Source: an optimization exercise on an open RTL-to-GDS flow (aim: a short achievable clock period and few clock cycles per item). Production flows keep margins and buffers that such runs may drop. Only simulation tests tie the RTL to the original design; equivalence was not proved. No activity file was given, so power comes from the tool's default toggle rates.

<file path="design/flow/config.mk">
export PLATFORM = sky130hd
export DESIGN_NAME = armCore
export DESIGN_NICKNAME = armCore
export VERILOG_FILES = /design/flow/design.v
export SDC_FILE = /design/flow/constraint.sdc
export NUM_CORES = 4
export LEC_CHECK = 0
export ABC_CLOCK_PERIOD_IN_PS = 1500
export CAP_MARGIN = 30
export CORE_MARGIN = 2
export CORE_UTILIZATION = 50
export CTS_CLUSTER_DIAMETER = 70
export CTS_CLUSTER_SIZE = 22
export SLEW_MARGIN = 30
</file>
<file path="design/flow/constraint.sdc">
create_clock -name core_clock -period 9.0 [get_ports {clk}]
set_input_delay 1.8000 -clock core_clock [delete_from_list [all_inputs] [get_ports {clk}]]
set_output_delay 1.8000 -clock core_clock [all_outputs]
set_load 0.01 [all_outputs]
</file>
<file path="design/flow/design.v">
`timescale 1ns/100ps
`default_nettype none
package corePkg;
  typedef enum logic [4:0] {
    AluAnd     = 5'd0,
    AluEor     = 5'd1,
    AluSub     = 5'd2,
    AluRsb     = 5'd3,
    AluAdd     = 5'd4,
    AluAdc     = 5'd5,
    AluSbc     = 5'd6,
    AluRsc     = 5'd7,
    AluTst     = 5'd8,
    AluTeq     = 5'd9,
    AluCmp     = 5'd10,
    AluCmn     = 5'd11,
    AluOrr     = 5'd12,
    AluMov     = 5'd13,
    AluBic     = 5'd14,
    AluMvn     = 5'd15,
    AluAddFour = 5'd16
  } aluOpE;
  typedef enum logic [1:0] {
    StFetch,
    StMemRead,
    StDecode,
    StExecute
  } microStateE;
  typedef enum logic [3:0] {
    CondEq, CondNe, CondCs, CondCc, CondMi, CondPl, CondVs, CondVc,
    CondHi, CondLs, CondGe, CondLt, CondGt, CondLe, CondAl
  } condCodeE;
  typedef struct packed {
    logic n;
    logic z;
    logic c;
    logic v;
  } flagsT;
endpackage
`default_nettype wire
`timescale 1ns/100ps
`default_nettype none
module armCore (
  input  wire logic        clk,
  input  wire logic        rstN,
  output logic             wbCyc,
  output logic             wbStb,
  output logic [31:0]      wbAdr,
  input  wire logic [31:0] wbDatI,
  input  wire logic        wbAck,
  output logic             retireValid,
  output logic [3:0]       retireReg,
  output logic [31:0]      retireData,
  output logic [3:0]       flags
);
  function automatic logic condOk(input logic [3:0] cc, input logic n, input logic z,
                                  input logic c, input logic v);
    case (cc)
      4'd0:  condOk = z;
      4'd1:  condOk = !z;
      4'd2:  condOk = c;
      4'd3:  condOk = !c;
      4'd4:  condOk = n;
      4'd5:  condOk = !n;
      4'd6:  condOk = v;
      4'd7:  condOk = !v;
      4'd8:  condOk = c && !z;
      4'd9:  condOk = !c || z;
      4'd10: condOk = n == v;
      4'd11: condOk = n != v;
      4'd12: condOk = !z && (n == v);
      4'd13: condOk = z || (n != v);
      4'd14: condOk = 1'b1;
      default: condOk = 1'b0;
    endcase
  endfunction
  function automatic logic [32:0] ksCarry(input logic [31:0] g, input logic [31:0] p,
                                          input logic ci);
    logic [31:0] gg;
    logic [31:0] pp;
    gg = g;
    pp = p;
    for (int d = 1; d < 32; d = d * 2)
      for (int i = 31; i >= d; i--)
      begin
        gg[i] = gg[i] | (pp[i] & gg[i-d]);
        pp[i] = pp[i] & pp[i-d];
      end
    ksCarry = {gg | (pp & {32{ci}}), ci};
  endfunction
  function automatic logic [32:0] ksAdd(input logic [31:0] a, input logic [31:0] b,
                                        input logic ci);
    logic [32:0] c;
    c = ksCarry(a & b, a ^ b, ci);
    ksAdd = {c[32], a ^ b ^ c[31:0]};
  endfunction
  function automatic logic sumZero(input logic [31:0] a, input logic [31:0] b,
                                   input logic ci);
    sumZero = &(~(a ^ b ^ {a[30:0] | b[30:0], ci}));
  endfunction
  logic        stbQ;
  logic        jwQ;       
  logic [31:0] adrQ;
  logic [31:0] adrInc;
  logic        fire;
  logic        potJ;
  assign fire   = stbQ & wbAck;
  assign adrInc = adrQ + 32'd4;
  logic [15:0] immW;
  logic [31:0] immF;
  logic        subF;
  assign immW = {wbDatI[7:0], 8'b0} >> {wbDatI[9:8], 1'b0};
  always_comb
  begin
    case (wbDatI[11:10])
      2'd0: immF = {immW[7:0], 16'b0, immW[15:8]};
      2'd1: immF = {immW[15:8], immW[7:0], 16'b0};
      2'd2: immF = {8'b0, immW[15:8], immW[7:0], 8'b0};
      default: immF = {16'b0, immW[15:8], immW[7:0]};
    endcase
  end
  assign subF = wbDatI[24:21] == 4'd2;
  logic        irV;
  logic        irPJ;
  logic [31:0] irQ;
  logic [31:0] irPc4;
  logic [31:0] immB;
  logic [15:0] rnSel;     
  logic [31:0] jOp;       
  logic        jCin;
  logic        xV;
  logic        xPJ;
  logic        xJS;       
  logic [31:0] xJT;
  logic        lateQ;     
  logic        lateTk;
  logic [31:0] resQ;
  logic [31:0] xX;
  logic [31:0] xY;
  logic [3:0]  xCond;
  logic        xS;
  logic        xWr;
  logic [3:0]  xRd;
  logic        xArith;
  logic [1:0]  xLsel;
  logic [1:0]  xCsel;
  logic [14:0][31:0] rf;
  logic [14:0] rfOk;
  logic        nQ;
  logic        cQ;
  logic        vQ;
  logic        zf;
  logic        zNext;
  assign potJ   = (wbDatI[15:12] == 4'hF) && (wbDatI[24:23] != 2'b10) &&
                  (condOk(wbDatI[31:28], nQ, zf, cQ, vQ) || (irV && irQ[20]) || (xV && xS));
  logic        cin;
  logic [32:0] sum;
  logic [31:0] res;
  logic        ovf;
  logic        take;
  logic        resolve;
  logic        resolveN;
  assign take    = xV && condOk(xCond, nQ, zf, cQ, vQ);
  assign resolve  = xV && xPJ && xJS;
  assign resolveN = xV && xPJ && !xJS;
  logic [31:0] pl;
  logic [32:0] carry;
  assign cin = xCsel[1] ? cQ : xCsel[0];
  always_comb
  begin
    if (xArith)
      pl = xX ^ xY;
    else
    begin
      case (xLsel)
        2'd0: pl = xX & xY;
        2'd1: pl = xX ^ xY;
        2'd2: pl = xX | xY;
        default: pl = xY;
      endcase
    end
  end
  assign carry = ksCarry(xX & xY & {32{xArith}}, xX ^ xY, cin);
  assign res   = pl ^ carry[31:0];
  assign sum   = {carry[32], res};
  assign ovf   = (xX[31] == xY[31]) && (res[31] != xX[31]);
  logic zAnd;
  logic zEor;
  logic zOrr;
  logic zMov;
  logic zSum;
  assign zAnd  = ~|(xX & xY);
  assign zEor  = xX == xY;
  assign zOrr  = ~|(xX | xY);
  assign zMov  = ~|xY;
  assign zSum  = sumZero(xX, xY, cin);
  always_comb
  begin
    if (xArith)
      zNext = zSum;
    else
    begin
      case (xLsel)
        2'd0: zNext = zAnd;
        2'd1: zNext = zEor;
        2'd2: zNext = zOrr;
        default: zNext = zMov;
      endcase
    end
  end
  logic [3:0]  op;
  logic [3:0]  rn;
  logic [31:0] rfv;
  logic        fwd;
  logic        swap;
  logic        invB;
  logic        arith;
  logic [1:0]  lsel;
  logic [1:0]  csel;
  logic [31:0] otherX;
  logic [31:0] otherY;
  assign op  = irQ[24:21];
  assign rn  = irQ[19:16];
  always_comb
  begin
    rfv = {32{rnSel[15]}} & irPc4;
    for (int k = 0; k < 15; k++)
      rfv = rfv | ({32{rnSel[k] & rfOk[k]}} & rf[k]);
  end
  assign fwd = take && xWr && (xRd == rn);
  always_comb
  begin
    swap  = 1'b0;
    invB  = 1'b0;
    arith = 1'b1;
    lsel  = 2'd0;
    csel  = 2'd0;
    case (op)
      4'd0, 4'd8:  begin arith = 1'b0; lsel = 2'd0; end
      4'd1, 4'd9:  begin arith = 1'b0; lsel = 2'd1; end
      4'd2, 4'd10: begin invB = 1'b1; csel = 2'd1; end
      4'd3:        begin swap = 1'b1; csel = 2'd1; end
      4'd4, 4'd11: ;
      4'd5:        csel = 2'd2;
      4'd6:        begin invB = 1'b1; csel = 2'd2; end
      4'd7:        begin swap = 1'b1; csel = 2'd2; end
      4'd12:       begin arith = 1'b0; lsel = 2'd2; end
      4'd13:       begin arith = 1'b0; lsel = 2'd3; end
      4'd14:       begin arith = 1'b0; lsel = 2'd0; invB = 1'b1; end
      default:     begin arith = 1'b0; lsel = 2'd3; invB = 1'b1; end
    endcase
  end
  assign otherX = swap ? immB : rfv;
  assign otherY = swap ? ~rfv : (invB ? ~immB : immB);
  logic        flagsStable;
  logic        irCondOk;
  logic        logicOp;
  logic        pcAddSub;
  logic        simpleJ;
  logic        early;
  logic        earlyTake;
  logic [31:0] jLogic;
  logic [31:0] jSum;
  logic [31:0] jTarget;
  logic [32:0] jAdd;
  assign flagsStable = !(xV && xS) || irQ[31:28] == 4'hE ||
                       (!xArith && (irQ[31:28] == 4'd2 || irQ[31:28] == 4'd3 ||
                                    irQ[31:28] == 4'd6 || irQ[31:28] == 4'd7));
  assign irCondOk    = condOk(irQ[31:28], nQ, zf, cQ, vQ);
  assign logicOp     = op[3:2] == 2'b11 || op[3:1] == 3'b000;
  assign pcAddSub    = rn == 4'hF && (op == 4'd4 || op == 4'd2);
  assign simpleJ     = (logicOp && (rn == 4'hF || !(xV && xWr && xRd == rn))) || pcAddSub;
  assign early       = irV && irPJ && flagsStable && (simpleJ || !irCondOk);
  assign earlyTake   = irCondOk && simpleJ;
  assign jAdd        = ksAdd(irPc4, jOp, jCin);
  assign jSum        = jAdd[31:0];
  always_comb
  begin
    case (op)
      4'd0:    jLogic = rfv & immB;
      4'd1:    jLogic = rfv ^ immB;
      4'd12:   jLogic = rfv | immB;
      4'd13:   jLogic = immB;
      4'd14:   jLogic = rfv & ~immB;
      default: jLogic = ~immB;
    endcase
  end
  assign jTarget = logicOp ? jLogic : jSum;
  logic        stbNext;
  logic [31:0] adrNext;
  always_comb
  begin
    stbNext = stbQ;
    if (fire)
      stbNext = !potJ;
    else if (!jwQ || resolve || early || lateQ)
      stbNext = 1'b1;
    adrNext = adrQ;
    if (fire)
      adrNext = adrInc;
    else if (early && earlyTake)
      adrNext = jTarget;
    else if (resolve && take)
      adrNext = xJT;
    else if (lateQ && lateTk)
      adrNext = resQ;
  end
  logic        wbStbQ;
  logic [31:0] wbAdrQ;
  always_ff @(posedge clk or negedge rstN)
  begin
    if (!rstN)
    begin
      wbStbQ <= 1'b0;
    end
    else
    begin
      wbStbQ <= fire ? !potJ : (stbQ || !jwQ || resolve || early || lateQ);
    end
  end
  always_ff @(posedge clk)
  begin
    if (lateQ && lateTk)
      wbAdrQ <= resQ;
    else if (resolve && take)
      wbAdrQ <= xJT;
    else if (early && earlyTake)
      wbAdrQ <= jTarget;
    else if (fire)
      wbAdrQ <= adrInc;
    else
      wbAdrQ <= adrQ;
  end
  always_ff @(posedge clk or negedge rstN)
  begin
    if (!rstN)
    begin
      stbQ <= 1'b0;
      jwQ  <= 1'b0;
      adrQ <= 32'b0;
      irV  <= 1'b0;
      xV   <= 1'b0;
      lateQ  <= 1'b0;
      lateTk <= 1'b0;
    end
    else
    begin
      if (fire && potJ)
        jwQ <= 1'b1;
      else if (resolve || early || lateQ)
        jwQ <= 1'b0;
      lateQ  <= resolveN;
      lateTk <= take;
      adrQ <= adrNext;
      stbQ <= stbNext;
      irV <= fire;
      xV  <= irV;
    end
  end
  always_ff @(posedge clk)
  begin
    irQ   <= wbDatI;
    irPJ  <= potJ;
    irPc4 <= adrInc;
    immB  <= immF;
    for (int k = 0; k < 16; k++)
      rnSel[k] <= wbDatI[19:16] == k;
    jOp   <= subF ? ~immF : immF;
    jCin  <= subF;
    xPJ    <= irPJ && !early;
    xJS    <= simpleJ;
    xJT    <= jTarget;
    if (xV)
      resQ <= res;
    xX     <= (fwd && !swap) ? res : otherX;
    xY     <= (fwd && swap) ? ~res : otherY;
    xCond  <= irQ[31:28];
    xS     <= irQ[20];
    xWr    <= irQ[24:23] != 2'b10;
    xRd    <= irQ[15:12];
    xArith <= arith;
    xLsel  <= lsel;
    xCsel  <= csel;
  end
  logic rfWe;
  assign rfWe = take && xWr && xRd != 4'hF;
  for (genvar k = 0; k < 15; k++)
  begin : gRf
    always_ff @(posedge clk)
    begin
      if (rfWe && xRd == k)
        rf[k] <= res;
    end
  end
  always_ff @(posedge clk or negedge rstN)
  begin
    if (!rstN)
      rfOk <= '0;
    else if (rfWe)
      rfOk[xRd] <= 1'b1;
  end
  always_ff @(posedge clk or negedge rstN)
  begin
    if (!rstN)
    begin
      nQ <= 1'b0;
      cQ <= 1'b0;
      vQ <= 1'b0;
      zf <= 1'b0;
    end
    else if (take && xS)
    begin
      nQ <= res[31];
      zf <= zNext;
      if (xArith)
      begin
        cQ <= sum[32];
        vQ <= ovf;
      end
    end
  end
  logic        retVQ;
  logic [3:0]  retRegQ;
  logic [31:0] retDataQ;
  logic [3:0]  flagsQ;
  always_ff @(posedge clk or negedge rstN)
  begin
    if (!rstN)
    begin
      retVQ  <= 1'b0;
      flagsQ <= 4'b0;
    end
    else
    begin
      retVQ  <= take && xWr;
      flagsQ <= {nQ, zf, cQ, vQ};
    end
  end
  always_ff @(posedge clk)
  begin
    retRegQ  <= xRd;
    retDataQ <= res;
  end
  assign wbStb       = wbStbQ;
  assign wbCyc       = wbStbQ;
  assign wbAdr       = wbAdrQ;
  assign retireValid = retVQ;
  assign retireReg   = retRegQ;
  assign retireData  = retDataQ;
  assign flags       = flagsQ;
endmodule
`default_nettype wire
</file>
<file path="design/flow/flow/run.sh">
#!/bin/bash
set -euo pipefail
bash standard.sh SETUP_SLACK_MARGIN=${MARGIN:-6.35} finish > orfs_make.log 2>&1
</file>
<file path="design/flow/standard.sh">
#!/bin/bash
# synth_recipe.tcl (not shown) runs the flow's synth.tcl, then flattens the netlist and writes it again
# the make line also repeats each setting of config.mk as NAME=value (left out here)
make -C /OpenROAD-flow-scripts/flow DESIGN_CONFIG=/design/flow/config.mk WORK_HOME=/design/flow/orfs CLKGATE_MAP_FILE= SYNTH_SCRIPT=/design/flow/synth_recipe.tcl "${@:-finish}"
</file>
==> results of run 1 <==
-- cell families after synthesis --
group           Yosys count  share of synthesized area, %
simple gates           1207                          14.8
flops                   894                          56.8
compound gates          867                          14.5
buf+inv                 393                          3.77
xor+xnor                226                          4.82
fa+ha+maj               104                          3.18
mux                      81                          2.09
-- layout by cell type, fill, tap and decap left out, types with 93 or more instances in the layout --
| cell | synthesis | routed |
|---|---|---|
| dfxtp_1 | 319 | 223 |
| xnor2_1 | 127 | 93 |
| nor2_1 | 233 | 158 |
| nand2_1 | 282 | 253 |
| a21oi_1 | 186 | 125 |
| buf_6 | 2 | 152 |
| buf_4 | 2 | 280 |
| edfxtp_1 | 512 | 512 |
| inv_1 | 113 | 94 |
| buf_12 | 0 | 135 |
| nand4_1 | 120 | 120 |
| nand3_1 | 293 | 280 |
-- worst paths after layout --
kind	from	to	slack (ns)	cells past startpoint
worst min-delay path	irQ[12]	xRd[0]	0.33	0
max in group asynchronous	rstN	xV	7.25	1
min in group asynchronous	rstN	adrQ[26]	1.14	1
worst max-delay path	wbStbQ	wbStb	6.02	1
worst min register to register	irQ[12]	xRd[0]	0.33	0
worst max register to register	xY[10]	nQ	6.03	15
-- where the power goes --
group          switching (mW)  internal, mW
Combinational           0.965         0.683
Sequential              0.108          4.52
Clock                    1.46          1.22
Total                    2.53          6.42
-- registers in the layout (all words and copies together) (netlist names), 15 cells and up --
| register | flops |
|---|---|
| immB | 32 |
| xY | 32 |
| rnSel | 16 |
| jOp | 32 |
| resQ | 32 |
| adrQ | 32 |
| irPc4 | 32 |
| rfOk | 15 |
| xJT | 32 |
| wbAdrQ | 32 |
| retDataQ | 32 |
| xX | 32 |
| rf | 480 |
| irQ | 17 |
-- per-layer routing --
layer | vias to the layer above | global-route usage (%) | share of wire [%]
li1 | 15062 | - | -
met1 | 17966 | 52.0 | 35
met2 | 2702 | 65.3 | 45
met3 | 722 | 10.0 | 12
met4 | 12 | 22.1 | 7.8
met5 | - | 0 | 0.045
-- timing repair --
action	4_1_cts	5_1_grt
pin swaps	297	219
cloned	52	36
gates resized for setup	1228	370
setup endpoints to repair	1336	1077
setup buffers	336	110
-- final cells by class --
type / instances / area share (%)
clock inverters: 23 / 0.512
repair inverters: 2 / 0.0242
flip-flops and latches: 894 / 41.4
inverters: 115 / 0.842
clock buffers: 76 / 2.52
multi-input cells: 2494 / 36.3
diodes: 4 / 0.0176
well taps: 1070 / 2.35
repair buffers: 723 / 16.0
-- through the flow --
step                      std cells  instance area [µm²]
after global routing           5399                56900
after detailed placement       4764                44300
after global placement         4764                44200
after floorplan                3772                42300
final                          5401                56900
after CTS                      5251                53700
==> flow_summary.yaml, run 1 <==
global_routing:
  grt_overflow: 0
  grt_max_degree: 64
  grt_pass1_wl_um: 249000
  first_global_vias: 34265
  antenna_found_initial: 12
  grt.total_usage_pct: 41.1
cts:
  ctsHoldBuffers: 0
  root_buffer: "clkbuf_16"
  htreeDepth: 2
  clock_sinks: 894
  path_clk_slew_ns: 0.08
  clk_path_buf_depth: 3
  clock_latency_ns: 0.68
  cts_tree: "built"
  cts_buffers: 53
final_layout:
  multi_input_area_um2: 20700
  layout-drive-gt1-share_pct: 35.7
  seqCellArea_um2: 23600
  area_delta_synth_final_pct: 38.5
  fillerInstances: 5758
  final_util_pct: 69.7
  final_nets: 4422
worst_setup_path:
  path_max_fanout: 2
  cp_cell_sequence: "buf_2"
  crit_slowest_cell: "dfrtp_1"
  crit_path_start_kind: "register"
  crit_path_end_kind: "output pin"
  cpPeakStageDelay_ns: 0.38
  critPathArrivalTime_ns: 1.18
  crit_type: "register to output pin"
  critPathTopFamily: "flip-flops"
  critical_path_required_ns: 7.20
  worstPathBufferInverterCount: 1
sta:
  slew_viol_final: 0
  fin_crit_sh_pct: 33.1
  hold_viol_final: 0
  holdWs_ns: 0.329
  setup_slack_ns: 6.02
  worst_slew_pin_slew_ns: 0.927
  slew_headroom_pct: 37.9
  tns_ns: 0
  max_freq_ghz: 0.336
  finalSetupViolCount: 0
  period_minus_slack_ns: 2.98
  fin_worst_skew_ns: 0.0698
  rsz0062_at_grt: "true"
synth:
  seq_area_frac_synth_pct: 56.8
  synth_edf_count: 512
  synthTopCellsByArea: "edfxtp_1 (37%), dfxtp_1 (16%), dfrtp_1 (3.8%), nand3_1 (3.6%), ha_1 (3.1%)"
  synth_area_leader_cell: "edfxtp_1"
  synth_cell_types: 102
  synthTopCellsByCount: "edfxtp_1 (512), dfxtp_1 (319), nand3_1 (293)"
  ys.flop_type: "edfxtp_1"
  syn-num-nets: 3911
  ys_warn_count: 1
  synth_top_area_share_pct: 37.4
  syn_area_per_cell_um2: 10.9
  synth_seq_cells: 894
  ys_async_sr_fraction_pct: 7.05
  yosysMostFrequentCell: "edfxtp_1"
  syn_area_um2: 41100
  synth_cells: 3772
routing:
  drt_iter0_markers: 5004
  wl_per_cell_um: 34.6
  via_per_inst: 6.75
  vias: 36464
  drtAntennaViolNets: 0
  drc_errors: 0
  wirelength_um: 187000
  firstDrtPassIters: 7
placed_design:
  hpwl_um: 103000
  pre_cts_ws_ns: 4.69
  gp_congestion: 0.962
  io_buffers: 106
power_and_ir_drop:
  p_leak_nw: 21.5
  p_per_area_nw_per_um2: 157
  p_total_mw: 8.95
  vdd.ir_drop.worst_uv: 200
die:
  core_area_um2: 81700
  pin_count: 110
  fp.dieW_um: 291
  dieArea_um2: 84500
  rows: 105
  start_util_pct: 50.3
  die_y_um: 291
status:
  status: "complete, no violations"
run:
  maxCapViolCount: 0
hold_path:
  hold_class: "register to register"
Testbench counts, summed over its fixed seeds: cycles 19,675, instrs 9,600.
==> inputs of run 2 (changes only) <==
==> design/flow/flow/run.sh (replaced) <==
#!/bin/bash
set -euo pipefail
bash standard.sh SETUP_SLACK_MARGIN=${MARGIN:-6.5} finish > orfs_make.log 2>&1
==> flow_summary.yaml, run 2 <==
routing:
  vias: 37408
  drt_iter0_markers: 5103
  wirelength_um: 192000
  wl_per_cell_um: 34.9
  drtAntennaViolNets: 0
  firstDrtPassIters: 8
  drc_errors: 0
  via_per_inst: 6.80
worst_setup_path:
  path_max_fanout: 4
  reg2reg_depth: 16
  r2r_start: "xY[1]"
  rrSetupSlack_ns: 5.95
  critPathArrivalTime_ns: 3.61
  crit_end: "xX[11]"
  crit_path_start_kind: "register"
  crit_path_end_kind: "register"
  critical_path_required_ns: 9.56
  cp-startpoint: "xY[1]"
  crit_type: "register to register"
  r2r-end: "xX[11]"
sta:
  rsz0062_at_grt: "true"
  period_minus_slack_ns: 3.05
  worst_slew_pin_slew_ns: 1.01
  slew_headroom_pct: 32.7
  max_freq_ghz: 0.328
  fin_crit_sh_pct: 33.9
  holdWs_ns: 0.328
  hold_viol_final: 0
  fin_worst_skew_ns: 0.0629
  slew_viol_final: 0
  finalSetupViolCount: 0
  tns_ns: 0
synth:
  syn-num-nets: 3911
  synth_edf_count: 512
  synth_top_area_share_pct: 37.4
  synth_cell_types: 102
  synth_cells: 3772
  ys_warn_count: 1
  yosysMostFrequentCell: "edfxtp_1"
  synth_seq_cells: 894
  synthTopCellsByCount: "edfxtp_1 (512), dfxtp_1 (319), nand3_1 (293)"
  synth_area_leader_cell: "edfxtp_1"
  ys_async_sr_fraction_pct: 7.05
  ys.flop_type: "edfxtp_1"
  seq_area_frac_synth_pct: 56.8
  syn_area_per_cell_um2: 10.9
  syn_area_um2: 41100
  synthTopCellsByArea: "edfxtp_1 (37%), dfxtp_1 (16%), dfrtp_1 (3.8%), nand3_1 (3.6%), ha_1 (3.1%)"
cts:
  htreeDepth: 2
  clk_path_buf_depth: 3
  cts_tree: "built"
  cts_buffers: 53
  clock_sinks: 894
  root_buffer: "clkbuf_16"
  path_clk_slew_ns: 0.09
  ctsHoldBuffers: 0
  clock_latency_ns: 0.72
power_and_ir_drop:
  p_per_area_nw_per_um2: 154
  vdd.ir_drop.worst_uv: 187
  p_leak_nw: 22.3
final_layout:
  layout_common_cells: "edfxtp_1 (512), nand3_1 (277), buf_4 (271), nand2_1 (241), buf_6 (221)"
  stdcell_count: 5500
  final_common_cell: "edfxtp_1"
  largest_register: "rf"
  area_delta_synth_final_pct: 43.9
  final_area_um2: 59100
  final_nets: 4517
  final_util_pct: 72.4
  layout-drive-gt1-share_pct: 39.5
  largest_reg_flops: 480
status:
  status: "complete, no violations"
die:
  rows: 105
  dieArea_um2: 84500
  die_y_um: 291
  core_area_um2: 81700
  start_util_pct: 50.3
  pin_count: 110
  fp.dieW_um: 291
global_routing:
  antenna_found_initial: 17
  grt_max_degree: 84
  grt_overflow: 0
  first_global_vias: 34918
  grt_pass1_wl_um: 257000
  grt.total_usage_pct: 42.6
placed_design:
  hpwl_um: 103000
  gp_congestion: 0.962
  place_inst: 4768
  io_buffers: 106
  placed_cell_area_um2: 44700
hold_path:
  hold_class: "register to register"
run:
  maxCapViolCount: 0
[run 2: cells by family (layout without fill, tap and decap cells)]
logic type	count (synthesis)	in the layout	synth area share (%)
xor+xnor	226	226	4.82
fa+ha+maj	104	104	3.18
other cells	0	7	0
compound gates	867	867	14.5
mux	81	81	2.09
buf+inv	393	1036	3.77
simple gates	1207	1215	14.8
flops	894	894	56.8
[run 2: layout make-up]
type,count,area (µm²)
antenna,7,17.5
clock buffer,76,1430
clock inverter,24,258
fill,5370,22600
inverter,115,494
multi-input combinational,2493,21300
sequential,894,23600
tap,1070,1340
timing repair buffer,819,10700
timing repair inverter,2,16.3
[run 2: metal layers]
metal  part of all wire [%]  track usage (%)  up-vias
met2                     44             65.2     2835
met5                  0.057                0        -
met3                     12             11.7      855
li1                       -                -    15282
met4                    8.9             30.0       16
met1                     35             52.2    18420
[run 2: worst min-delay path by stage]
stage             from       end  slack, ns  cells past startpoint
6_report       lsel[1]  xLsel[1]       0.33                      0
5_1_grt        lsel[1]  xLsel[1]       0.33                      0
4_1_cts        csel[1]  xCsel[1]       0.33                      0
3_5_place_dp   irQ[13]    xRd[1]       0.31                      0
3_3_place_gp   irQ[13]    xRd[1]       0.32                      0
2_1_floorplan    arith    xArith       0.31                      0
[run 2: critical path, stage by stage (launching register included)]
cell and delay [ns]:
dfxtp_4 0.38, inv_4 0.04, ha_4 0.24, a21o_1 0.20, a21oi_2 0.20, o2bb2ai_4 0.09, a41oi_4 0.32, buf_6 0.15
buf_6 0.08, buf_6 0.09, buf_6 0.11, nand2_8 0.05, a31oi_4 0.20, xnor2_4 0.11, buf_6 0.16, o21a_1 0.20
mux2_2 0.26
[run 2: repair_timing]
item	4_1_cts	5_1_grt
pin swaps	347	235
gates resized for setup	1403	389
setup buffers	393	138
cloned	69	25
endpoints found under the setup margin	1346	1189
[run 2: power breakdown]
part	leakage [nW]	internal (mW)	total, mW	switching, mW
sequential	8.05	4.52	4.63	0.105
clock	0.829	1.17	2.68	1.52
combinational	13.5	0.761	1.78	1.02
total	22.3	6.45	9.09	2.64
[run 2: stage by stage]
step	worst slack [ns]	total power, mW
floorplan	6.07	5.33
global placement	4.64	5.81
detailed placement	4.56	5.84
CTS	5.97	8.82
global route	5.92	9.30
finish	5.95	9.09
==> inputs of run 3 (changes only) <==
==> design/flow/flow/run.sh (replaced) <==
#!/bin/bash
set -euo pipefail
bash standard.sh SETUP_SLACK_MARGIN=${MARGIN:-6.35} finish > orfs_make.log 2>&1
==> design/flow/config.mk (replaced) <==
export PLATFORM = sky130hd
export DESIGN_NAME = armCore
export DESIGN_NICKNAME = armCore
export VERILOG_FILES = /design/flow/design.v
export SDC_FILE = /design/flow/constraint.sdc
export NUM_CORES = 4
export LEC_CHECK = 0
export ABC_CLOCK_PERIOD_IN_PS = 1000
export CAP_MARGIN = 30
export CORE_MARGIN = 2
export CORE_UTILIZATION = 55
export CTS_CLUSTER_DIAMETER = 70
export CTS_CLUSTER_SIZE = 22
export SLEW_MARGIN = 30
==> flow_summary.yaml, run 3 <==
sta:
  max_freq_ghz: 0.327
  hold_viol_final: 0
  finalSetupViolCount: 0
  slew_viol_final: 0
  fin_worst_skew_ns: 0.0788
  tns_ns: 0
  fin_crit_sh_pct: 33.9
  worst_slew_pin_slew_ns: 0.977
  rsz0062_at_grt: "true"
  slew_headroom_pct: 34.3
  period_minus_slack_ns: 3.05
  holdWs_ns: 0.334
global_routing:
  first_global_vias: 34741
  antenna_found_initial: 19
  grt_max_degree: 79
  grt.total_usage_pct: 44.5
  grt_overflow: 0
  grt_pass1_wl_um: 245000
worst_setup_path:
  reg2reg_depth: 16
  crit_path_start_kind: "register"
  r2r-end: "xX[28]"
  cp_cell_sequence: "inv_2, ha_4, a21o_1, buf_6, o2bb2ai_4, a31o_4, a221oi_4, buf_6, o21bai_4, buf_12, a21oi_4, buf_6, o21ai_4, xor2_4, buf_6, o31a_1"
  crit_slowest_cell: "dfxtp_2"
  worstPathBufferInverterCount: 6
  crit_path_end_kind: "register"
  critPathTopFamily: "compound AO/OA/AOI/OAI gates"
  path_max_fanout: 4
  crit_type: "register to register"
  cpPeakStageDelay_ns: 0.36
  critPathArrivalTime_ns: 3.60
  r2r_start: "xY[1]"
  critical_path_required_ns: 9.55
  rrSetupSlack_ns: 5.95
  cp_common_cell: "buf_6"
synth:
  ys_warn_count: 1
  synth_cell_types: 102
  synth_seq_cells: 894
  synth_top_area_share_pct: 37.4
  syn-num-nets: 3911
  ys.flop_type: "edfxtp_1"
  yosysMostFrequentCell: "edfxtp_1"
  ys_async_sr_fraction_pct: 7.05
  synth_area_leader_cell: "edfxtp_1"
  seq_area_frac_synth_pct: 56.8
  synth_cells: 3772
  syn_area_um2: 41100
  synthTopCellsByCount: "edfxtp_1 (512), dfxtp_1 (319), nand3_1 (293)"
  synthTopCellsByArea: "edfxtp_1 (37%), dfxtp_1 (16%), dfrtp_1 (3.8%), nand3_1 (3.6%), ha_1 (3.1%)"
  syn_area_per_cell_um2: 10.9
  synth_edf_count: 512
final_layout:
  area_delta_synth_final_pct: 39.7
  largest_register: "rf"
  layout_common_cells: "edfxtp_1 (512), buf_4 (297), nand3_1 (285), nand2_1 (242), dfxtp_1 (233)"
  largest_reg_flops: 480
  final_nets: 4471
  stdcell_count: 5356
  final_common_cell: "edfxtp_1"
  layout-drive-gt1-share_pct: 36.8
  final_util_pct: 77.4
  final_area_um2: 57400
die:
  core_area_um2: 74200
  fp.dieW_um: 277
  rows: 100
  dieArea_um2: 76900
  die_y_um: 277
  pin_count: 110
  start_util_pct: 55.4
placed_design:
  hpwl_um: 103000
  place_inst: 4672
  io_buffers: 106
  gp_congestion: 0.990
  placed_cell_area_um2: 44200
hold_path:
  min_from: "csel[0]"
  hold_class: "register to register"
  min_path_cells: 0
  worst_hold_path.endpoint: "xCsel[0]"
routing:
  drtAntennaViolNets: 0
  drt_iter0_markers: 5695
  wirelength_um: 191000
  vias: 37760
  via_per_inst: 7.05
  firstDrtPassIters: 10
  wl_per_cell_um: 35.6
  drc_errors: 0
run:
  maxCapViolCount: 0
cts:
  root_buffer: "clkbuf_16"
  clock_sinks: 894
  path_clk_slew_ns: 0.09
  cts_buffers: 54
  clk_path_buf_depth: 3
  htreeDepth: 2
  ctsHoldBuffers: 0
  cts_tree: "built"
  clock_latency_ns: 0.71
power_and_ir_drop:
  p_per_area_nw_per_um2: 158
  vdd.ir_drop.worst_uv: 203
  p_leak_nw: 21.7
status:
  status: "complete, no violations"
## run 3: changes by cell type in the layout (fill, tap and decap cells not counted), sizes merged
cell	before	now
dlymetal6s2s	0	1
buf	776	714
clkdlybuf4s18	0	1
bufinv	0	1
clkbuf	101	115
clkinv	8	13
inv	128	122
clkinvlp	5	4
and2	38	39
nand3b	6	7
diode	7	9
## run 3: how the worst max path moves through the flow
| stage | depth (start not counted) | end | from |
|---|---|---|---|
| after global routing | 16 | xX[28] | xY[1] |
| after detailed placement | 10 | adrQ[19] | xV |
| after floorplan | 9 | stbQ | wbDatI[31] |
| after global placement | 10 | adrQ[19] | xV |
| after CTS | 1 | wbStb | wbStbQ |
| final | 16 | xX[28] | xY[1] |
## run 3: cells by family (layout without fill, tap and decap cells)
group	Yosys count	count (layout)	share of synthesized area (%)
and+or+nand+nor	1207	1217	14.8
adders and majority gates	104	104	3.18
xor gates and xnor gates	226	226	4.82
other	0	9	0
buffers and inverters	393	989	3.77
AOI/OAI and AO/OA	867	867	14.5
muxes	81	81	2.09
DFF	894	894	56.8
## run 3: area by class of cell
cell class / instances / area, µm²
sequential: 894 / 23500
multi-input combinational: 2495 / 20800
fill: 4498 / 16800
timing repair buffer: 771 / 9620
clock buffer: 78 / 1460
tap: 969 / 1210
inverter: 115 / 475
clock inverter: 24 / 293
antenna: 9 / 22.5
timing repair inverter: 1 / 8.76
## run 3: power breakdown
group | internal (mW) | leakage, nW | switching [mW]
Combinational | 0.718 | 12.8 | 1.02
Clock | 1.22 | 0.849 | 1.52
Sequential | 4.52 | 8.04 | 0.0943
## run 3: per-layer routing
layer	track usage (%)	wire length, µm	up-vias	share of wire, %
met4	32.3	18500	14	9.7
met2	68.1	81900	3274	43
met3	12.7	27500	1017	14
met1	53.9	62600	18267	33
li1	-	-	15188	-
met5	0	179	-	0.094
## run 3: stage by stage
stage,worst slack (ns),total power [mW]
6_report,5.95,9.09
3_3_place_gp,4.61,5.79
4_1_cts,5.96,8.81
3_5_place_dp,4.55,5.83
2_1_floorplan,6.07,5.31
5_1_grt,5.92,9.25
## run 3: what timing repair did
action                                  in CTS  in global routing
resized for setup                         1261                419
gates cloned                                50                 39
endpoints found under the setup margin    1317               1091
buffers inserted                           335                149
endpoints found under the hold margin        0                  0
pin swaps                                  308                263
==> inputs of run 4 (changes only) <==
==> design/flow/flow/run.sh (replaced) <==
#!/bin/bash
set -euo pipefail
bash standard.sh SETUP_SLACK_MARGIN=${MARGIN:-6.35} SKIP_GATE_CLONING=1 finish > orfs_make.log 2>&1
==> design/flow/config.mk (replaced) <==
export PLATFORM = sky130hd
export DESIGN_NAME = armCore
export DESIGN_NICKNAME = armCore
export VERILOG_FILES = /design/flow/design.v
export SDC_FILE = /design/flow/constraint.sdc
export NUM_CORES = 4
export LEC_CHECK = 0
export ABC_CLOCK_PERIOD_IN_PS = 1500
export CAP_MARGIN = 30
export CORE_MARGIN = 2
export CORE_UTILIZATION = 50
export CTS_CLUSTER_DIAMETER = 70
export CTS_CLUSTER_SIZE = 22
export SLEW_MARGIN = 30
==> flow_summary.yaml, run 4 <==
die:
  core_area_um2: 81700
  fp.dieW_um: 291
  dieArea_um2: 84500
  pin_count: 110
  rows: 105
  die_y_um: 291
  start_util_pct: 50.3
worst_setup_path:
  crit_path_start_kind: "register"
  cp_common_cell: "buf_12"
  crit_path_end_kind: "register"
  crit_slowest_cell: "dfxtp_2"
  crit_type: "register to register"
  cp_cell_sequence: "inv_2, ha_4, a21o_1, o2bb2ai_4, a31o_4, a221oi_4, buf_12, o21bai_4, buf_12, a21o_4, xor2_4, buf_6, buf_12, buf_12"
  cpPeakStageDelay_ns: 0.35
  critPathArrivalTime_ns: 3.41
  path_max_fanout: 8
  critical_path_required_ns: 9.41
cts:
  root_buffer: "clkbuf_16"
  clk_path_buf_depth: 3
  path_clk_slew_ns: 0.09
  clock_latency_ns: 0.68
  cts_buffers: 53
  htreeDepth: 2
  cts_tree: "built"
  clock_sinks: 894
status:
  status: "complete, no violations"
synth:
  syn_area_um2: 41100
  synthTopCellsByArea: "edfxtp_1 (37%), dfxtp_1 (16%), dfrtp_1 (3.8%), nand3_1 (3.6%), ha_1 (3.1%)"
  yosysMostFrequentCell: "edfxtp_1"
  synthTopCellsByCount: "edfxtp_1 (512), dfxtp_1 (319), nand3_1 (293)"
  syn-num-nets: 3911
  synth_seq_cells: 894
  ys.flop_type: "edfxtp_1"
  synth_top_area_share_pct: 37.4
  synth_cell_types: 102
  synth_cells: 3772
  seq_area_frac_synth_pct: 56.8
  ys_async_sr_fraction_pct: 7.05
  ys_warn_count: 1
  synth_area_leader_cell: "edfxtp_1"
  syn_area_per_cell_um2: 10.9
  synth_edf_count: 512
power_and_ir_drop:
  p_leak_nw: 22.3
  p_total_mw: 9.08
  p_per_area_nw_per_um2: 154
  vdd.ir_drop.worst_uv: 201
run:
  maxCapViolCount: 0
sta:
  fin_worst_skew_ns: 0.0733
  fin_crit_sh_pct: 33.3
  period_minus_slack_ns: 2.99
  finalSetupViolCount: 0
  tns_ns: 0
  worst_slew_pin_slew_ns: 0.778
  max_freq_ghz: 0.334
  slew_viol_final: 0
  hold_viol_final: 0
  slew_headroom_pct: 48.1
  rsz0062_at_grt: "true"
  holdWs_ns: 0.329
global_routing:
  first_global_vias: 35305
  grt_pass1_wl_um: 259000
  grt.total_usage_pct: 42.9
  grt_max_degree: 64
  grt_overflow: 0
  antenna_found_initial: 19
final_layout:
  largest_reg_flops: 480
  area_delta_synth_final_pct: 43.3
  layout-drive-gt1-share_pct: 37.5
  final_nets: 4529
  final_common_cell: "edfxtp_1"
  largest_register: "rf"
  layout_common_cells: "edfxtp_1 (512), buf_4 (290), nand3_1 (276), buf_12 (249), nand2_1 (245)"
routing:
  wl_per_cell_um: 35.0
  drc_errors: 0
  drt_iter0_markers: 5306
  drtAntennaViolNets: 0
  wirelength_um: 193000
  via_per_inst: 6.77
  vias: 37412
  firstDrtPassIters: 8
placed_design:
  hpwl_um: 103000
  gp_congestion: 0.962
  io_buffers: 106
hold_path:
  hold_class: "register to register"
## run 4: worst max-delay path, delay by kind of cell (launching register included)
family	cells	cell delay (ns)
fa+ha+maj	1	0.25
buf+inv	6	0.78
flops	1	0.35
compound gates	6	1.18
xor+xnor	1	0.18
## run 4: area by class of cell
type	count	area [µm²]
flip-flops and latches	894	23600
multi-input cells	2485	20800
inverters	115	488
well taps	1070	1340
clock buffers	76	1430
repair buffers	841	10900
diodes	19	47.5
fillers	5460	22800
clock inverters	23	292
## run 4: routing by layer
| layer | GRT usage, % | routed length, µm | part of all wire, % |
|---|---|---|---|
| met1 | 53.5 | 67400 | 35 |
| met2 | 66.4 | 85300 | 44 |
| met3 | 11.1 | 24000 | 12 |
| met4 | 27.9 | 16400 | 8.5 |
| met5 | 0 | 46 | 0.024 |
## run 4: report_power, final
group	switching (mW)	internal (mW)	leakage (nW)	total [mW]
Combinational	1.01	0.751	13.4	1.77
Clock	1.47	1.22	0.837	2.69
Sequential	0.111	4.52	8.06	4.63
Total	2.59	6.49	22.3	9.08
## run 4: kinds of logic (layout without fill, tap and decap cells)
logic type               Yosys count  after routing  synth area share, %
AND/OR/NAND/NOR                 1207           1207                 14.8
flip-flops                       894            894                 56.8
AO/OA/AOI/OAI                    867            867                 14.5
buffers and inverters            393           1055                 3.77
XOR/XNOR                         226            226                 4.82
adder cells (fa/ha/maj)          104            104                 3.18
multiplexers                      81             81                 2.09
other                              0             19                    0
## run 4: worst paths after layout
path,endpoint,cells past startpoint,slack (ns),start
setup / recovery,rf[350],14,6.01,xX[1]
hold / removal,xRd[1],0,0.33,irQ[13]
setup reg to reg,rf[350],14,6.01,xX[1]
hold reg to reg,xRd[1],0,0.33,irQ[13]
max in group asynchronous,xV,1,7.22,rstN
min in group asynchronous,adrQ[26],1,1.13,rstN
## run 4: repair_timing
action                                 in CTS  in global routing
gates cloned                                0                  0
hold buffers                                0                  0
setup buffers                             503                138
endpoints found under the hold margin       0                  0
setup endpoints to repair                1336               1075
gates resized for setup                  1368                396
pin swaps                                 310                181
## run 4: metrics by stage
step	cells	cell area, µm²	util [%]	setup slack, ns
floorplan	3772	42300	-	6.07
global placement	4764	44200	54.0	4.74
detailed placement	4764	44300	54.2	4.69
CTS	5366	55600	68.1	6.01
global route	5506	58800	72.0	5.95
finish	5523	58900	72.1	6.01
==> inputs of run 5 (changes only) <==
--- a/design/flow/design.v
+++ b/design/flow/design.v
@@ -141,6 +141,7 @@
   logic        xS;
   logic        xWr;
   logic [3:0]  xRd;
+  logic [14:0] xWeSel;    
   logic        xArith;
   logic [1:0]  xLsel;
   logic [1:0]  xCsel;
@@ -378,17 +379,17 @@
     xS     <= irQ[20];
     xWr    <= irQ[24:23] != 2'b10;
     xRd    <= irQ[15:12];
+    for (int k = 0; k < 15; k++)
+      xWeSel[k] <= irQ[15:12] == k && irQ[24:23] != 2'b10;
     xArith <= arith;
     xLsel  <= lsel;
     xCsel  <= csel;
   end
-  logic rfWe;
-  assign rfWe = take && xWr && xRd != 4'hF;
   for (genvar k = 0; k < 15; k++)
   begin : gRf
     always_ff @(posedge clk)
     begin
-      if (rfWe && xRd == k)
+      if (take && xWeSel[k])
         rf[k] <= res;
     end
   end
@@ -396,8 +397,8 @@
   begin
     if (!rstN)
       rfOk <= '0;
-    else if (rfWe)
-      rfOk[xRd] <= 1'b1;
+    else
+      rfOk <= rfOk | ({15{take}} & xWeSel);
   end
   always_ff @(posedge clk or negedge rstN)
   begin
==> design/flow/flow/run.sh (replaced) <==
#!/bin/bash
set -euo pipefail
bash standard.sh SETUP_SLACK_MARGIN=${MARGIN:-6.35} finish > orfs_make.log 2>&1
==> flow_summary.yaml, run 5 <==
status:
  status: "complete, no violations"
cts:
  cts_buffers: 55
  root_buffer: "clkbuf_16"
  clk_path_buf_depth: 3
  cts_tree: "built"
  htreeDepth: 2
  clock_sinks: 909
  path_clk_slew_ns: 0.09
  clock_latency_ns: 0.70
die:
  fp.dieW_um: 290
  pin_count: 110
  rows: 105
  core_area_um2: 81600
  dieArea_um2: 84300
  die_y_um: 290
  start_util_pct: 50.3
worst_setup_path:
  cpPeakStageDelay_ns: 0.39
  crit_slowest_cell: "a221o_1"
  critical_path_required_ns: 9.43
  crit_path_end_kind: "register"
  crit_type: "register to register"
  critPathArrivalTime_ns: 3.54
  cp_cell_sequence: "buf_4, ha_1, a21o_1, a221o_1, and3_4, o21bai_4, a32oi_4, buf_12, a32oi_4, xnor2_4, buf_6, buf_12"
  reg2reg_depth: 12
  crit_path_start_kind: "register"
  path_max_fanout: 15
routing:
  wl_met3_um: 21200
  met1_length_um: 65400
  vias: 35353
  firstDrtPassIters: 6
  top_layer: "met5"
  via_per_inst: 6.63
  drtAntennaViolNets: 0
  wl_per_cell_um: 34.1
  drt_iter0_markers: 4735
  wl_met2_um: 80200
  drc_errors: 0
  wirelength_um: 182000
hold_path:
  hold_class: "register to register"
  min_path_cells: 0
synth:
  syn_area_um2: 41000
  syn-num-nets: 3804
  synth_seq_cells: 909
  synth_xor_area_share_pct: 5.00
  synthTopCellsByArea: "edfxtp_1 (37%), dfxtp_1 (16%), dfrtp_1 (3.8%), a22oi_1 (3.1%), ha_1 (3.0%)"
  synth-simple-area-share_pct: 13.3
  ys_warn_count: 1
  synth_compound_area_share_pct: 14.9
  synth_top_area_share_pct: 37.5
  yosysMostFrequentCell: "edfxtp_1"
  syn_area_per_cell_um2: 11.2
  synth_area_leader_cell: "edfxtp_1"
  synth_top_family_by_area: "compound AO/OA/AOI/OAI gates"
  seq_area_frac_synth_pct: 57.6
  synth_cell_types: 93
  ys_async_sr_fraction_pct: 6.93
  synth_cells: 3671
  synthTopCellsByCount: "edfxtp_1 (512), dfxtp_1 (334), nand2_1 (250)"
  muxShareOfSynthArea_pct: 2.60
  synthAdderAreaFrac_pct: 3.01
  ys.flop_type: "edfxtp_1"
  synth_edf_count: 512
placed_design:
  hpwl_um: 99000
  pre_cts_ws_ns: 4.43
  io_buffers: 106
  placed_cell_area_um2: 43800
  gp_congestion: 0.992
final_layout:
  largest_reg_flops: 480
  multi_input_area_um2: 20300
  final_area_um2: 56700
  final_util_pct: 69.5
  final_nets: 4347
  layout_common_cells: "edfxtp_1 (512), buf_4 (241), dfxtp_1 (237), nand2_1 (210), buf_6 (186)"
  final_common_cell: "edfxtp_1"
  fillerInstances: 5797
  seqCellArea_um2: 23900
  layout-drive-gt1-share_pct: 37.5
  largest_register: "rf"
  area_delta_synth_final_pct: 38.4
global_routing:
  grt_max_degree: 82
  grt_overflow: 0
  grt_pass1_wl_um: 236000
  first_global_vias: 32034
  antenna_found_initial: 11
  grt.total_usage_pct: 39.1
sta:
  tns_ns: 0
  worst_slew_pin_slew_ns: 0.970
  slew_viol_final: 0
  period_minus_slack_ns: 3.11
  setup_slack_ns: 5.89
  fin_worst_skew_ns: 0.0594
  finalSetupViolCount: 0
  fin_crit_sh_pct: 34.5
  max_freq_ghz: 0.322
  rsz0062_at_grt: "true"
  hold_viol_final: 0
  slew_headroom_pct: 35.3
power_and_ir_drop:
  p_per_area_nw_per_um2: 158
  vdd.ir_drop.worst_uv: 177
  p_leak_nw: 21.6
run:
  maxCapViolCount: 0
run 5: stage by stage:
step | std cells | power (mW) | hold WS [ns]
finish | 5336 | 8.95 | 0.332
global route | 5331 | 9.17 | 0.337
CTS | 5118 | 8.78 | 0.339
detailed placement | 4658 | 5.71 | 0.316
global placement | 4658 | 5.68 | 0.314
floorplan | 3671 | 5.25 | 0.310
run 5: layer usage:
| layer | vias to the layer above | GRT usage [%] |
|---|---|---|
| met2 | 2478 | 60.9 |
| met4 | 12 | 21.8 |
| met3 | 612 | 8.19 |
| met1 | 17487 | 51.1 |
| met5 | - | 0 |
| li1 | 14764 | - |
run 5: timing repair:
| item | 4_1_cts | 5_1_grt |
|---|---|---|
| endpoints found under the setup margin | 1354 | 1016 |
| setup buffers | 303 | 166 |
| resized for setup | 1135 | 530 |
| hold buffers | 0 | 0 |
| cloned | 53 | 47 |
| pin swaps | 252 | 248 |
run 5: layout make-up:
type                       instances  area share [%]
sequential                       909            42.1
multi-input combinational       2425            35.7
timing repair buffer             708            15.7
clock buffer                      84            2.73
tap                             1070            2.36
inverter                         113           0.827
clock inverter                    20           0.518
timing repair inverter             2          0.0353
antenna                            5          0.0221
run 5: final timing paths:
kind,from,slack (ns),endpoint
min in group asynchronous,rstN,1.17,adrQ[29]
hold / removal,lsel[0],0.33,xLsel[0]
setup reg to reg,xY[7],5.89,rf[61]
hold reg to reg,lsel[0],0.33,xLsel[0]
setup / recovery,xY[7],5.89,rf[61]
max in group asynchronous,rstN,7.18,xV
run 5: worst max-delay path, delay by kind of cell (launching register included):
kind / cells / cell delay (ns)
buffers and inverters: 4 / 0.61
AND/OR/NAND/NOR: 1 / 0.22
AO/OA/AOI/OAI: 5 / 1.22
XOR/XNOR: 1 / 0.16
flip-flops: 1 / 0.37
adder cells (fa/ha/maj): 1 / 0.26
run 5: cells by family after synthesis:
group                    after synthesis
XOR/XNOR                             234
adder cells (fa/ha/maj)               98
flip-flops                           909
multiplexers                          98
AND/OR/NAND/NOR                     1059
buffers and inverters                360
AO/OA/AOI/OAI                        913
run 5: power by group:
part           total, mW  switching (mW)  internal, mW
Clock               2.82            1.54          1.28
Sequential          4.67           0.108          4.57
Combinational       1.45           0.836         0.618
Total               8.95            2.48          6.46
Testbench counts of run 5, summed over its fixed seeds: cycles 19,675, instrs 9,600.
==> inputs of run 6 (changes only) <==
--- a/design/flow/design.v
+++ b/design/flow/design.v
@@ -141,7 +141,6 @@
   logic        xS;
   logic        xWr;
   logic [3:0]  xRd;
-  logic [14:0] xWeSel;    
   logic        xArith;
   logic [1:0]  xLsel;
   logic [1:0]  xCsel;
@@ -152,8 +151,6 @@
   logic        vQ;
   logic        zf;
   logic        zNext;
-  assign potJ   = (wbDatI[15:12] == 4'hF) && (wbDatI[24:23] != 2'b10) &&
-                  (condOk(wbDatI[31:28], nQ, zf, cQ, vQ) || (irV && irQ[20]) || (xV && xS));
   logic        cin;
   logic [32:0] sum;
   logic [31:0] res;
@@ -162,6 +159,8 @@
   logic        resolve;
   logic        resolveN;
   assign take    = xV && condOk(xCond, nQ, zf, cQ, vQ);
+  assign potJ   = (wbDatI[15:12] == 4'hF) && (wbDatI[24:23] != 2'b10) &&
+                  (condOk(wbDatI[31:28], nQ, zf, cQ, vQ) || (irV && irQ[20]) || (take && xS));
   assign resolve  = xV && xPJ && xJS;
   assign resolveN = xV && xPJ && !xJS;
   logic [31:0] pl;
@@ -264,7 +263,7 @@
   logic [31:0] jSum;
   logic [31:0] jTarget;
   logic [32:0] jAdd;
-  assign flagsStable = !(xV && xS) || irQ[31:28] == 4'hE ||
+  assign flagsStable = !(take && xS) || irQ[31:28] == 4'hE || irQ[31:28] == 4'hF ||
                        (!xArith && (irQ[31:28] == 4'd2 || irQ[31:28] == 4'd3 ||
                                     irQ[31:28] == 4'd6 || irQ[31:28] == 4'd7));
   assign irCondOk    = condOk(irQ[31:28], nQ, zf, cQ, vQ);
@@ -379,17 +378,17 @@
     xS     <= irQ[20];
     xWr    <= irQ[24:23] != 2'b10;
     xRd    <= irQ[15:12];
-    for (int k = 0; k < 15; k++)
-      xWeSel[k] <= irQ[15:12] == k && irQ[24:23] != 2'b10;
     xArith <= arith;
     xLsel  <= lsel;
     xCsel  <= csel;
   end
+  logic rfWe;
+  assign rfWe = take && xWr && xRd != 4'hF;
   for (genvar k = 0; k < 15; k++)
   begin : gRf
     always_ff @(posedge clk)
     begin
-      if (take && xWeSel[k])
+      if (rfWe && xRd == k)
         rf[k] <= res;
     end
   end
@@ -397,8 +396,8 @@
   begin
     if (!rstN)
       rfOk <= '0;
-    else
-      rfOk <= rfOk | ({15{take}} & xWeSel);
+    else if (rfWe)
+      rfOk[xRd] <= 1'b1;
   end
   always_ff @(posedge clk or negedge rstN)
   begin
==> flow_summary.yaml, run 6 <==
status:
  status: "complete, no violations"
cts:
  clock_sinks: 894
  clock_latency_ns: 0.70
  cts_tree: "built"
  htreeDepth: 2
  clk_path_buf_depth: 3
  cts_buffers: 53
  root_buffer: "clkbuf_16"
  path_clk_slew_ns: 0.09
synth:
  synthTopCellsByArea: "edfxtp_1 (38%), dfxtp_1 (16%), dfrtp_1 (3.9%), ha_1 (3.2%), xnor2_1 (2.9%)"
  synth_cell_types: 93
  synthTopCellsByCount: "edfxtp_1 (512), dfxtp_1 (319), nand2_1 (273)"
  ys.flop_type: "edfxtp_1"
  synth_top_area_share_pct: 38.0
  ys_async_sr_fraction_pct: 7.05
  syn-num-nets: 3794
  synth_seq_cells: 894
  syn_area_per_cell_um2: 11.1
  ys_warn_count: 1
  synth_cells: 3655
  syn_area_um2: 40400
  yosysMostFrequentCell: "edfxtp_1"
  synth_area_leader_cell: "edfxtp_1"
  synth_edf_count: 512
  seq_area_frac_synth_pct: 57.7
routing:
  wl_per_cell_um: 36.5
  via_per_inst: 6.87
  drt_iter0_markers: 5328
  firstDrtPassIters: 6
  vias: 36923
  drc_errors: 0
  drtAntennaViolNets: 0
  wirelength_um: 196000
worst_setup_path:
  critical_path_required_ns: 9.49
  r2r-end: "wbAdrQ[21]"
  cp-startpoint: "rfOk[0]"
  crit_path_start_kind: "register"
  path_max_fanout: 7
  crit_type: "register to register"
  cpPeakStageDelay_ns: 0.56
  critPathTopFamily: "compound AO/OA/AOI/OAI gates"
  r2r_start: "rfOk[0]"
  reg2reg_depth: 11
  crit_slowest_cell: "dfrtp_4"
  rrSetupSlack_ns: 5.88
  cp_cell_sequence: "and2_4, buf_6, a22oi_2, nand4_1, nor2_4, nor3b_1, a21oi_1, o21ai_2, a2111o_1, o211ai_1, a31oi_1"
  worstPathBufferInverterCount: 1
  cp.depth: 11
  critPathArrivalTime_ns: 3.61
  crit_end: "wbAdrQ[21]"
  crit_path_end_kind: "register"
sta:
  worst_slew_pin_slew_ns: 0.882
  fin_crit_sh_pct: 34.7
  slew_viol_final: 0
  finalSetupViolCount: 0
  hold_viol_final: 0
  slew_headroom_pct: 41.2
  period_minus_slack_ns: 3.12
  tns_ns: 0
  rsz0062_at_grt: "true"
  fin_worst_skew_ns: 0.0722
  max_freq_ghz: 0.320
hold_path:
  hold_class: "register to register"
final_layout:
  area_delta_synth_final_pct: 44.4
  largest_reg_flops: 480
  largest_register: "rf"
  fillerInstances: 5234
  multi_input_area_um2: 20500
  layout-drive-gt1-share_pct: 38.6
  final_util_pct: 72.7
  final_common_cell: "edfxtp_1"
  seqCellArea_um2: 23600
  final_nets: 4387
  layout_common_cells: "edfxtp_1 (512), buf_4 (251), nand2_1 (226), dfxtp_1 (219), nand3_1 (208)"
power_and_ir_drop:
  vdd.ir_drop.worst_uv: 195
  p_leak_nw: 22.0
  p_per_area_nw_per_um2: 152
die:
  die_y_um: 288
  fp.dieW_um: 288
  start_util_pct: 50.4
  core_area_um2: 80300
  pin_count: 110
  rows: 104
  dieArea_um2: 83200
global_routing:
  grt.total_usage_pct: 44.9
  grt_max_degree: 105
  antenna_found_initial: 24
  grt_pass1_wl_um: 260000
  first_global_vias: 34223
  grt_overflow: 0
placed_design:
  io_buffers: 106
  hpwl_um: 99500
  gp_congestion: 0.960
run:
  maxCapViolCount: 0
[run 6: layout make-up]
class,count,area share [%]
timing repair buffer,781,18.4
timing repair inverter,1,0.0150
clock buffer,78,2.50
inverter,110,0.778
antenna,20,0.0857
sequential,894,40.4
clock inverter,21,0.439
multi-input combinational,2407,35.2
tap,1060,2.27
[run 6: repair_timing]
| action | in CTS | in global routing |
|---|---|---|
| endpoints found under the setup margin | 1249 | 1056 |
| setup buffers | 350 | 123 |
| gates resized for setup | 1491 | 317 |
| hold buffers | 0 | 0 |
| pin swaps | 359 | 210 |
| gates cloned | 106 | 9 |
[run 6: logic make-up after synthesis]
kind of cell,count (synthesis),synth area share [%]
buf+inv,366,3.52
compound gates,912,15.4
xor+xnor,234,5.09
fa+ha+maj,104,3.24
simple gates,1067,13.0
mux,78,2.07
flops,894,57.7
[run 6: how the worst min path moves through the flow]
stage,start,cells after the start,endpoint
floorplan,arith,0,xArith
global placement,irQ[15],0,xRd[3]
detailed placement,csel[0],0,xCsel[0]
CTS,irQ[14],0,xRd[2]
global route,irQ[14],0,xRd[2]
finish,irQ[14],0,xRd[2]
[run 6: through the flow]
| stage | std cells | power, mW | cell area, µm² | hold WS, ns | setup WS, ns |
|---|---|---|---|---|---|
| after global routing | 5358 | 9.05 | 58400 | 0.328 | 5.86 |
| after detailed placement | 4664 | 5.69 | 43700 | 0.313 | 4.72 |
| after CTS | 5219 | 8.65 | 55600 | 0.319 | 5.99 |
| after floorplan | 3655 | 5.23 | 41600 | 0.310 | 5.98 |
| final | 5372 | 8.86 | 58400 | 0.319 | 5.88 |
| after global placement | 4663 | 5.67 | 43700 | 0.313 | 4.76 |
[run 6: where the power goes]
group	internal (mW)	total, mW	switching, mW	leakage, nW
sequential	4.50	4.60	0.100	8.06
combinational	0.672	1.58	0.909	13.1
clock	1.18	2.67	1.49	0.827
[run 6: per-layer routing]
| layer | track usage (%) | share of wire, % | vias to the layer above |
|---|---|---|---|
| met1 | 53.7 | 34 | 18177 |
| met2 | 67.8 | 43 | 2983 |
| met5 | 0 | 0.024 | - |
| li1 | - | - | 14875 |
| met4 | 32.6 | 9.4 | 8 |
| met3 | 15.0 | 14 | 880 |
Testbench counts of run 6, summed over its fixed seeds: cycles 19,621, instrs 9,600.
==> inputs of run 7 (changes only) <==
--- a/design/flow/config.mk
+++ b/design/flow/config.mk
@@ -9,6 +9,4 @@
 export CAP_MARGIN = 30
 export CORE_MARGIN = 2
 export CORE_UTILIZATION = 50
-export CTS_CLUSTER_DIAMETER = 70
-export CTS_CLUSTER_SIZE = 22
 export SLEW_MARGIN = 30
==> flow_summary.yaml, run 7 <==
routing:
  wl_met3_um: 24600
  via_per_inst: 6.81
  vias: 36481
  met1_length_um: 65100
  drt_iter0_markers: 5689
  wirelength_um: 191000
  drtAntennaViolNets: 0
  wl_per_cell_um: 35.7
  wl_met2_um: 84100
  firstDrtPassIters: 6
  drc_errors: 0
  top_layer: "met5"
final_layout:
  stdcell_count: 5359
  area_delta_synth_final_pct: 43.9
  final_common_cell: "edfxtp_1"
  final_util_pct: 72.5
  layout_common_cells: "edfxtp_1 (512), nand2_1 (233), buf_4 (232), dfxtp_1 (224), nand3_1 (204)"
  largest_register: "rf"
  largest_reg_flops: 480
  layout-drive-gt1-share_pct: 37.1
  final_area_um2: 58200
  final_nets: 4347
cts:
  cts_buffers: 92
  ctsHoldBuffers: 0
  clock_latency_ns: 0.72
  path_clk_slew_ns: 0.06
  htreeDepth: 3
  cts_tree: "built"
  clock_sinks: 894
  root_buffer: "clkbuf_16"
  clk_path_buf_depth: 3
hold_path:
  hold_class: "register to register"
  min_path_cells: 0
die:
  fp.dieW_um: 288
  core_area_um2: 80300
  start_util_pct: 50.4
  dieArea_um2: 83200
  pin_count: 110
  rows: 104
  die_y_um: 288
global_routing:
  grt_max_degree: 105
  grt.total_usage_pct: 42.1
  antenna_found_initial: 20
  grt_pass1_wl_um: 246000
  grt_overflow: 0
  first_global_vias: 33433
sta:
  slew_headroom_pct: 41.8
  hold_viol_final: 0
  rsz0062_at_grt: "true"
  slew_viol_final: 0
  finalSetupViolCount: 0
  period_minus_slack_ns: 3.13
  max_freq_ghz: 0.320
  fin_crit_sh_pct: 34.7
  tns_ns: 0
  worst_slew_pin_slew_ns: 0.874
  fin_worst_skew_ns: 0.0972
worst_setup_path:
  path_max_fanout: 3
  crit_type: "register to register"
  crit_path_end_kind: "register"
  crit_path_start_kind: "register"
  critPathArrivalTime_ns: 3.63
  critical_path_required_ns: 9.50
  reg2reg_depth: 12
power_and_ir_drop:
  vdd.ir_drop.worst_uv: 191
  p_per_area_nw_per_um2: 173
  p_leak_nw: 22.1
synth:
  syn_area_per_cell_um2: 11.1
  synth_seq_cells: 894
  syn-num-nets: 3794
  synth_cell_types: 93
  syn_area_um2: 40400
  seq_area_frac_synth_pct: 57.7
  ys.flop_type: "edfxtp_1"
  synth_cells: 3655
  yosysMostFrequentCell: "edfxtp_1"
  ys_warn_count: 1
  ys_async_sr_fraction_pct: 7.05
  synth_area_leader_cell: "edfxtp_1"
  synth_edf_count: 512
  synth_top_area_share_pct: 38.0
  synthTopCellsByCount: "edfxtp_1 (512), dfxtp_1 (319), nand2_1 (273)"
  synthTopCellsByArea: "edfxtp_1 (38%), dfxtp_1 (16%), dfrtp_1 (3.9%), ha_1 (3.2%), xnor2_1 (2.9%)"
placed_design:
  gp_congestion: 0.960
  io_buffers: 106
  hpwl_um: 99500
  place_inst: 4664
  placed_cell_area_um2: 43700
run:
  maxCapViolCount: 0
status:
  status: "complete, no violations"
run 7: cell counts after synthesis:
Identical to the previous run, type by type.
run 7: area by class of cell:
type	count	area, µm²
inverter	110	455
tap	1060	1330
clock buffer	125	2530
multi-input combinational	2406	20100
timing repair inverter	2	17.5
clock inverter	45	603
timing repair buffer	702	9570
sequential	894	23500
antenna	15	37.5
fill	5203	22100
run 7: critical path, cell delays in order (launching register included):
cell and delay (ns):
dfrtp_1 0.39, buf_6 0.13, and2_4 0.15, buf_12 0.13, a221o_1 0.29, or4_4 0.67
buf_6 0.18, a21oi_1 0.13, nand2_1 0.11, a31oi_2 0.23, o211ai_1 0.26, nand2_1 0.17
a41oi_2 0.11
run 7: metrics by stage:
step                      total power [mW]  hold slack (ns)  setup WS [ns]
final                                 10.1            0.328           5.87
after global routing                  10.3            0.329           5.82
after CTS                             9.93            0.327           5.98
after detailed placement              5.69            0.313           4.72
after global placement                5.67            0.313           4.76
after floorplan                       5.23            0.310           5.98
run 7: worst paths after layout:
path | start | slack, ns | to
min reg2reg | irQ[15] | 0.33 | xRd[3]
max | rfOk[4] | 5.87 | wbAdrQ[24]
min in group asynchronous | rstN | 1.09 | adrQ[30]
max reg2reg | rfOk[4] | 5.87 | wbAdrQ[24]
max in group asynchronous | rstN | 7.25 | rfOk[13]
min | irQ[15] | 0.33 | xRd[3]
run 7: per-layer routing:
metal | up-vias | track usage, %
met5 | - | 0
met4 | 6 | 26.2
met3 | 853 | 12.6
met2 | 2943 | 65.2
met1 | 17849 | 51.8
li1 | 14830 | -
run 7: power breakdown:
part	switching [mW]	internal, mW
registers	0.0985	4.51
logic	0.884	0.643
clock network	1.72	2.24
run 7: cell families (layout without fill, tap and decap cells):
group / Yosys count / count (layout) / synth area share (%)
AOI/OAI and AO/OA: 912 / 912 / 15.4
xor gates and xnor gates: 234 / 234 / 5.09
adders and majority gates: 104 / 104 / 3.24
buffers and inverters: 366 / 984 / 3.52
DFF: 894 / 894 / 57.7
muxes: 78 / 78 / 2.07
other: 0 / 15 / 0
and+or+nand+nor: 1067 / 1078 / 13.0
run 7: repair_timing:
action	in CTS	in global routing
buffers inserted	297	97
cloned	68	47
setup endpoints to repair	1249	1057
pin swaps	306	200
gates resized for setup	1298	374

## separate check: timing with driven ports
The flow's constraints put no driver on any port. The routed layouts listed below were extracted and timed again, unchanged, in two steps. Step 1 sets driving cells, clkbuf_16 on the clock port and buf_2 on the other inputs (assumed; they add their load-dependent delay and slew). Step 2 also shifts input and output timing later by t, the mid clock arrival at the registers, as if the neighbouring blocks saw the same clock. a / b / c = ideal / step 1 / step 2; a / b = the first two.
| run | shift t [ns] | setup slack, ns | worst register clock-pin slew, ns | pins driven straight from the clock port |
|---|---|---|---|---|
| run 1 | 0.711 | 6.023 / 5.953 / 5.556 | 0.10 / 0.10 | 1 |
| run 2 | 0.760 | 5.948 / 5.894 / 5.591 | 0.10 / 0.10 | 1 |
| run 3 | 0.750 | 5.946 / 5.907 / 5.542 | 0.10 / 0.10 | 1 |
| run 4 | 0.717 | 6.006 / 5.937 / 5.580 | 0.10 / 0.10 | 1 |
| run 5 | 0.740 | 5.895 / 5.895 / 5.484 | 0.10 / 0.10 | 1 |
| run 6 | 0.737 | 5.878 / 5.878 / 5.375 | 0.11 / 0.11 | 1 |
| run 7 | 0.742 | 5.875 / 5.875 / 5.371 | 0.07 / 0.07 | 1 |
After both steps setup and hold are still met in every run listed. For run 7, which loses most, drivers alone change the setup slack by 0.000 ns; drivers and shift together by -0.504 ns.
